From an optimization exercise on the open Yosys and OpenROAD flow, aimed at small area, a short achievable clock period and few clock cycles; shortcuts taken in it are not production practice.
Where RTL was checked, it was by simulation tests only, not by an equivalence proof against the original.
Power and IR drop assume default switching activity.

==> flow/design.v <==
package wpp_pkg;
    localparam int MAX_WORD_LEN_DEF  = 8;
    localparam int MAX_DOC_CHARS_DEF = 65536;
    localparam int CH_W      = 8;
    localparam int CFG_W     = 64;
    localparam int CFG_IDX_W = 2;
    localparam int LEN_CFG_W = 4;
    localparam int DIST_W    = 18;
    localparam int QUEUE_DEPTH = 2;
    typedef enum logic [CFG_IDX_W-1:0] {
        CFG_FIRST_WORD,
        CFG_FIRST_LEN,
        CFG_SECOND_WORD,
        CFG_SECOND_LEN
    } t_cfg_idx;
    localparam logic [CH_W-1:0] CH_SPACE   = 8'h20;
    localparam logic [CH_W-1:0] CH_PERIOD  = 8'h2E;
    localparam logic [CH_W-1:0] CH_COMMA   = 8'h2C;
    localparam logic [CH_W-1:0] CH_LOWER_A = 8'h61;
    localparam logic [CH_W-1:0] CH_LOWER_Z = 8'h7A;
    localparam logic [CH_W-1:0] CASE_STEP  = 8'h20;
    typedef struct packed {
        logic close_a;        
        logic hit_a_first;
        logic hit_a_second;
        logic last;           
        logic hit_b_first;
        logic hit_b_second;
    } t_close_ctl;
    function automatic logic [CH_W-1:0] fold_case(input logic [CH_W-1:0] c);
        fold_case = (c >= CH_LOWER_A && c <= CH_LOWER_Z) ? c - CASE_STEP : c;
    endfunction
    function automatic logic is_delim(input logic [CH_W-1:0] c);
        is_delim = (c == CH_SPACE) || (c == CH_PERIOD) || (c == CH_COMMA);
    endfunction
endpackage
module wpp_front (
    input  logic [wpp_pkg::CH_W-1:0] i_ch,
    input  logic [wpp_pkg::CH_W-1:0] i_tgt,
    output logic                     o_eq
);
    logic t_letter;
    assign t_letter = (i_tgt[7:5] == 3'b010 || i_tgt[7:5] == 3'b011) &&
                      (i_tgt[4:0] != 5'd0) && (i_tgt[4:0] <= 5'd26);
    assign o_eq = (i_ch[7:6] == i_tgt[7:6]) && (i_ch[4:0] == i_tgt[4:0]) &&
                  ((i_ch[5] == i_tgt[5]) || t_letter);
endmodule
module wpp_back (
    input  logic        i_m1,        
    input  logic        i_m2,        
    input  logic [3:0]  i_len,       
    input  logic [3:0]  i_l1,        
    input  logic [3:0]  i_l2,        
    input  logic [17:0] i_mid,       
    input  logic        i_any,       
    input  logic        i_last_t,    
    input  logic [17:0] i_last_mid,  
    input  logic        i_found,     
    input  logic [17:0] i_best,      
    output logic        o_hit,       
    output logic        o_hit_t,     
    output logic        o_found,
    output logic [17:0] o_best
);
    logic        hit1, hit2, cand_v, take;
    logic [17:0] cand;
    assign hit1    = i_m1 && (i_len == i_l1);
    assign hit2    = !hit1 && i_m2 && (i_len == i_l2);
    assign o_hit   = hit1 || hit2;
    assign o_hit_t = hit2;
    assign cand_v  = o_hit && i_any && (i_last_t != hit2);
    logic [19:0] csa_a, csa_b, csa_c, csa_s, csa_k, csa_w;
    assign csa_a = {2'b00, i_last_mid};
    assign csa_b = {2'b00, i_best};
    assign csa_c = ~{2'b00, i_mid};
    assign csa_s = csa_a ^ csa_b ^ csa_c;
    assign csa_k = (csa_a & csa_b) | (csa_a & csa_c) | (csa_b & csa_c);
    assign csa_w = csa_s + {csa_k[18:0], 1'b1};
    assign cand  = i_mid - i_last_mid;
    assign take    = cand_v && (!i_found || !csa_w[19]);
    assign o_best  = take ? cand : i_best;
    assign o_found = i_found || cand_v;
endmodule
module word_pair_proximity_scanner (
    input  logic                          i_clk,
    input  logic                          i_rst_n,
    input  logic                          i_valid,
    output logic                          o_stall,
    input  logic [wpp_pkg::CH_W-1:0]      i_ch,
    input  logic                          i_is_final,
    output logic                          o_valid,
    input  logic                          i_stall,
    output logic                          o_found,
    output logic [wpp_pkg::DIST_W-1:0]    o_distance_x2,
    input  logic                          i_cfg_wr_en,
    input  logic [wpp_pkg::CFG_IDX_W-1:0] i_cfg_index,
    input  logic [wpp_pkg::CFG_W-1:0]     i_cfg_data
);
    localparam int PW = 17;   
    localparam int MW = 18;   
    logic [63:0] r_w1, r_w2;
    logic        r_z1, r_z2;
    logic [3:0]  r_l1, r_l2;
    logic          r_pv;      
    logic          r_pfinal;  
    logic          r_pdelim;  
    logic          r_peq1;    
    logic          r_peq2;    
    logic          r_pe1;     
    logic          r_pe2;     
    logic [PW-1:0] r_pos;     
    logic [MW-1:0] r_mid;     
    logic [3:0]    r_len;     
    logic          r_m1, r_m2;
    logic          r_fin;     
    logic          r_new;     
    logic          r_any;     
    logic          r_last_t;  
    logic [MW-1:0] r_last_mid;
    logic          r_found;   
    logic [MW-1:0] r_best;    
    logic          r_out_valid;
    logic [3:0] cfg_en;
    always_comb begin
        for (int k = 0; k < 4; k++)
            cfg_en[k] = i_cfg_wr_en && i_cfg_index == 2'(k);
    end
    always_ff @(posedge i_clk) begin
        if (cfg_en[0]) r_w1 <= i_cfg_data;
        if (cfg_en[2]) r_w2 <= i_cfg_data;
    end
    always_ff @(posedge i_clk) begin
        if (!i_rst_n) begin
            r_z1 <= 1'b1;
            r_z2 <= 1'b1;
            r_l1 <= 4'd1;
            r_l2 <= 4'd1;
        end else begin
            if (cfg_en[0]) r_z1 <= 1'b0;
            if (cfg_en[1]) r_l1 <= i_cfg_data[3:0];
            if (cfg_en[2]) r_z2 <= 1'b0;
            if (cfg_en[3]) r_l2 <= i_cfg_data[3:0];
        end
    end
    logic accept, hold, stall, proc, close_out, start;
    logic r_stall;
    assign hold      = r_out_valid && (r_fin || r_any);
    assign proc      = r_pv && !hold;
    assign stall     = r_pv && hold;
    assign o_stall   = r_stall;
    assign accept    = i_valid && !stall;
    assign close_out = r_fin && !r_out_valid;
    assign start     = r_fin || r_new;
    logic [3:0]    len_e;
    logic          m1_e, m2_e;
    logic          delim, eq1, eq2, short;
    logic [7:0]    tb1, tb2;
    logic [2:0]    idx;
    logic [PW-1:0] pos_n;
    logic [MW-1:0] mid_nd;
    logic [3:0]    len_nd;
    assign len_e  = start ? 4'd0 : r_len;
    assign m1_e   = start || r_m1;
    assign m2_e   = start || r_m2;
    assign delim  = r_pdelim;
    assign idx    = (proc ? (r_pfinal || delim) : start) ? 3'd0 :
                    proc ? len_nd[2:0] : r_len[2:0];
    assign tb1    = r_z1 ? 8'h00 : r_w1[{idx, 3'b000} +: 8];
    assign tb2    = r_z2 ? 8'h00 : r_w2[{idx, 3'b000} +: 8];
    wpp_front u_eq1 (.i_ch(i_ch), .i_tgt(tb1), .o_eq(eq1));
    wpp_front u_eq2 (.i_ch(i_ch), .i_tgt(tb2), .o_eq(eq2));
    assign short  = (len_e < 4'd8);
    assign len_nd = (len_e < 4'd9) ? len_e + 4'd1 : len_e;
    assign pos_n  = start ? PW'(1) : (r_pos[PW-1] ? r_pos : r_pos + PW'(1));
    assign mid_nd = start ? MW'(1) :
                    (r_len < 4'd9 && !r_mid[MW-1]) ? r_mid + MW'(1) : r_mid;
    logic          hit, hit_t, found_c;
    logic [MW-1:0] best_c;
    logic          hit_e1, hit_e2;
    wpp_back u_close (
        .i_m1(r_m1), .i_m2(r_m2), .i_len(r_len), .i_l1(r_l1), .i_l2(r_l2), .i_mid(r_mid),
        .i_any(r_any), .i_last_t(r_last_t), .i_last_mid(r_last_mid),
        .i_found(r_found), .i_best(r_best),
        .o_hit(hit), .o_hit_t(hit_t), .o_found(found_c), .o_best(best_c)
    );
    assign hit_e1 = r_pe1;
    assign hit_e2 = r_pe2;
    logic pv_n, fin_n, any_n, ov_n;
    assign pv_n  = accept || (r_pv && !proc);
    assign fin_n = proc ? r_pfinal : (r_fin && !close_out);
    assign any_n = (proc && start) ? (delim && (hit_e1 || hit_e2)) :
                   (proc && delim && hit) ? 1'b1 : r_any;
    assign ov_n  = close_out || (r_out_valid && i_stall);
    always_ff @(posedge i_clk) begin
        if (!i_rst_n) begin
            r_pv    <= 1'b0;
            r_stall <= 1'b0;
        end else begin
            r_pv    <= pv_n;
            r_stall <= pv_n && ov_n && (fin_n || any_n);
        end
    end
    always_ff @(posedge i_clk) begin
        if (!stall) begin
            r_pfinal <= i_is_final;
            r_pdelim <= wpp_pkg::is_delim(i_ch);
            r_peq1   <= eq1;
            r_peq2   <= eq2;
            r_pe1    <= (r_l1 == 4'd0);
            r_pe2    <= (r_l1 != 4'd0) && (r_l2 == 4'd0);
        end
    end
    always_ff @(posedge i_clk) begin
        if (proc) begin
            r_pos <= pos_n;
            if (delim) begin
                r_mid <= {pos_n, 1'b0};
                r_len <= '0;
                r_m1  <= 1'b1;
                r_m2  <= 1'b1;
            end else begin
                r_mid <= mid_nd;
                r_len <= len_nd;
                r_m1  <= m1_e && short && r_peq1;
                r_m2  <= m2_e && short && r_peq2;
            end
        end
    end
    always_ff @(posedge i_clk) begin
        if (!i_rst_n) begin
            r_fin <= 1'b0;
            r_new <= 1'b1;
        end else begin
            r_fin <= fin_n;
            if (proc)
                r_new <= 1'b0;
            else if (close_out)
                r_new <= 1'b1;
        end
    end
    always_ff @(posedge i_clk) begin
        if (proc && delim && start) begin
            r_last_t   <= hit_e2;
            r_last_mid <= '0;
        end else if (proc && delim && hit) begin
            r_last_t   <= hit_t;
            r_last_mid <= r_mid;
        end
    end
    always_ff @(posedge i_clk) begin
        if (!i_rst_n) begin
            r_any <= 1'b0;
        end else begin
            r_any <= any_n;
        end
    end
    always_ff @(posedge i_clk) begin
        if (!i_rst_n) begin
            r_found <= 1'b0;
            r_best  <= '0;
        end else if (close_out || (proc && delim && !start && !r_out_valid)) begin
            r_found <= found_c;
            r_best  <= best_c;
        end else if (r_out_valid && !i_stall) begin
            r_found <= 1'b0;
            r_best  <= '0;
        end
    end
    always_ff @(posedge i_clk) begin
        if (!i_rst_n) begin
            r_out_valid <= 1'b0;
        end else begin
            r_out_valid <= ov_n;
        end
    end
    assign o_valid       = r_out_valid;
    assign o_found       = r_found;
    assign o_distance_x2 = r_best;
endmodule
export LEC_CHECK = 0
export CAP_MARGIN = 20
export CORE_MARGIN = 2
export CORE_UTILIZATION = 40
export CTS_CLUSTER_DIAMETER = 120
export CTS_CLUSTER_SIZE = 24
export SLEW_MARGIN = 20
create_clock -name core_clock -period 11.0 [get_ports {i_clk}]
standard.sh (not shown) runs the stock make flow with config.mk's settings and CLKGATE_MAP_FILE= SYNTH_SCRIPT=/design/flow/synth_recipe.tcl, a recipe that flattens the netlist after the stock synthesis.
==> flow/flow/run.sh <==
#!/bin/bash
# The standard layout, with plain buffers (buf_2) on the ports instead of the default
# port buffer cell, and timing repair asked to leave 7.8 ns of setup slack
# ORFS's own logs stay under orfs/logs; make's output goes to standard_make.log
set -euo pipefail
export BUFFER_PORTS_ARGS="-buffer_cell sky130_fd_sc_hd__buf_2"
export SETUP_SLACK_MARGIN=7.8
bash standard.sh > standard_make.log 2>&1
Change:
--- a/flow/design.v
+++ b/flow/design.v
@@ -101,10 +101,10 @@
     logic [63:0] r_w1, r_w2;
     logic        r_z1, r_z2;
     logic [3:0]  r_l1, r_l2;
     logic          r_pv;      
-    logic          r_pfinal;  
-    logic          r_pdelim;  
+    logic [7:0]    r_pch;
+    logic          r_pfinal;
     logic          r_peq1;    
     logic          r_peq2;    
     logic          r_pe1;     
     logic          r_pe2;     
@@ -152,24 +152,27 @@
     assign close_out = r_fin && !r_out_valid;
     assign start     = r_fin || r_new;
     logic [3:0]    len_e;
     logic          m1_e, m2_e;
-    logic          delim, eq1, eq2, short;
-    logic [7:0]    tb1, tb2;
-    logic [2:0]    idx;
+    logic          delim, eq1, eq2, eqw1, eqw2, eqi1, eqi2, short;
+    logic [7:0]    tb1, tb2, ti1, ti2;
     logic [PW-1:0] pos_n;
     logic [MW-1:0] mid_nd;
     logic [3:0]    len_nd;
     assign len_e  = start ? 4'd0 : r_len;
     assign m1_e   = start || r_m1;
     assign m2_e   = start || r_m2;
-    assign delim  = r_pdelim;
-    assign idx    = (proc ? (r_pfinal || delim) : start) ? 3'd0 :
-                    proc ? len_nd[2:0] : r_len[2:0];
-    assign tb1    = r_z1 ? 8'h00 : r_w1[{idx, 3'b000} +: 8];
-    assign tb2    = r_z2 ? 8'h00 : r_w2[{idx, 3'b000} +: 8];
-    wpp_front u_eq1 (.i_ch(i_ch), .i_tgt(tb1), .o_eq(eq1));
-    wpp_front u_eq2 (.i_ch(i_ch), .i_tgt(tb2), .o_eq(eq2));
+    assign delim  = wpp_pkg::is_delim(r_pch);
+    assign tb1    = r_z1 ? 8'h00 : r_w1[{len_e[2:0], 3'b000} +: 8];
+    assign tb2    = r_z2 ? 8'h00 : r_w2[{len_e[2:0], 3'b000} +: 8];
+    wpp_front u_eq1 (.i_ch(r_pch), .i_tgt(tb1), .o_eq(eqw1));
+    wpp_front u_eq2 (.i_ch(r_pch), .i_tgt(tb2), .o_eq(eqw2));
+    assign eq1 = start ? r_peq1 : eqw1;
+    assign eq2 = start ? r_peq2 : eqw2;
+    assign ti1 = r_z1 ? 8'h00 : r_w1[7:0];
+    assign ti2 = r_z2 ? 8'h00 : r_w2[7:0];
+    wpp_front u_eqi1 (.i_ch(i_ch), .i_tgt(ti1), .o_eq(eqi1));
+    wpp_front u_eqi2 (.i_ch(i_ch), .i_tgt(ti2), .o_eq(eqi2));
     assign short  = (len_e < 4'd8);
     assign len_nd = (len_e < 4'd9) ? len_e + 4'd1 : len_e;
     assign pos_n  = start ? PW'(1) : (r_pos[PW-1] ? r_pos : r_pos + PW'(1));
     assign mid_nd = start ? MW'(1) :
@@ -201,12 +204,12 @@
         end
     end
     always_ff @(posedge i_clk) begin
         if (!stall) begin
+            r_pch    <= i_ch;
             r_pfinal <= i_is_final;
-            r_pdelim <= wpp_pkg::is_delim(i_ch);
-            r_peq1   <= eq1;
-            r_peq2   <= eq2;
+            r_peq1   <= eqi1;
+            r_peq2   <= eqi2;
             r_pe1    <= (r_l1 == 4'd0);
             r_pe2    <= (r_l1 != 4'd0) && (r_l2 == 4'd0);
         end
     end
@@ -220,10 +223,10 @@
                 r_m2  <= 1'b1;
             end else begin
                 r_mid <= mid_nd;
                 r_len <= len_nd;
-                r_m1  <= m1_e && short && r_peq1;
-                r_m2  <= m2_e && short && r_peq2;
+                r_m1  <= m1_e && short && eq1;
+                r_m2  <= m2_e && short && eq2;
             end
         end
     end
     always_ff @(posedge i_clk) begin
What happened: Wire length goes down by 0.73%. Via count goes up by 3.9%. Global-route usage goes down by 0.36 points. Total power goes down by 8.9%. Setup slack is better by 0.31 ns. Synthesized area goes up by 3.0%.
Testbench counts after the change, summed over its fixed seeds: cycles 79,669.
For the first run of this note, only the layout was checked, not whether the RTL still works.

## separate check: timing with driven ports
In the flow no input, the clock included, has a driving cell. The finished layouts below were timed again as built, in two steps. Step 1 assumes that a clkbuf_16 drives the clock port and a buf_2 every other input. Step 2 adds t to the input delays and takes it off the output delays; t is the mean of the earliest and latest rising clock arrival at the registers after step 1. Input paths then give back, and output paths get back, about the clock's delay inside the block. a / b / c = ideal / step 1 / step 2; a / b = the first two.
| run | shift t [ns] | setup slack, ns | latest minus earliest clock arrival (ns) | worst data-port slew with drivers (ns) |
|---|---|---|---|---|
| the first run | 0.532 | 7.523 / 7.523 / 7.435 | 0.024 / 0.024 | 0.05 |
| the second run | 0.520 | 7.830 / 7.783 / 7.429 | 0.022 / 0.022 | 0.07 |
After both steps every run listed still meets setup and hold. For the second run, which loses most, drivers alone change the setup slack by -0.047 ns; drivers and shift together by -0.401 ns.
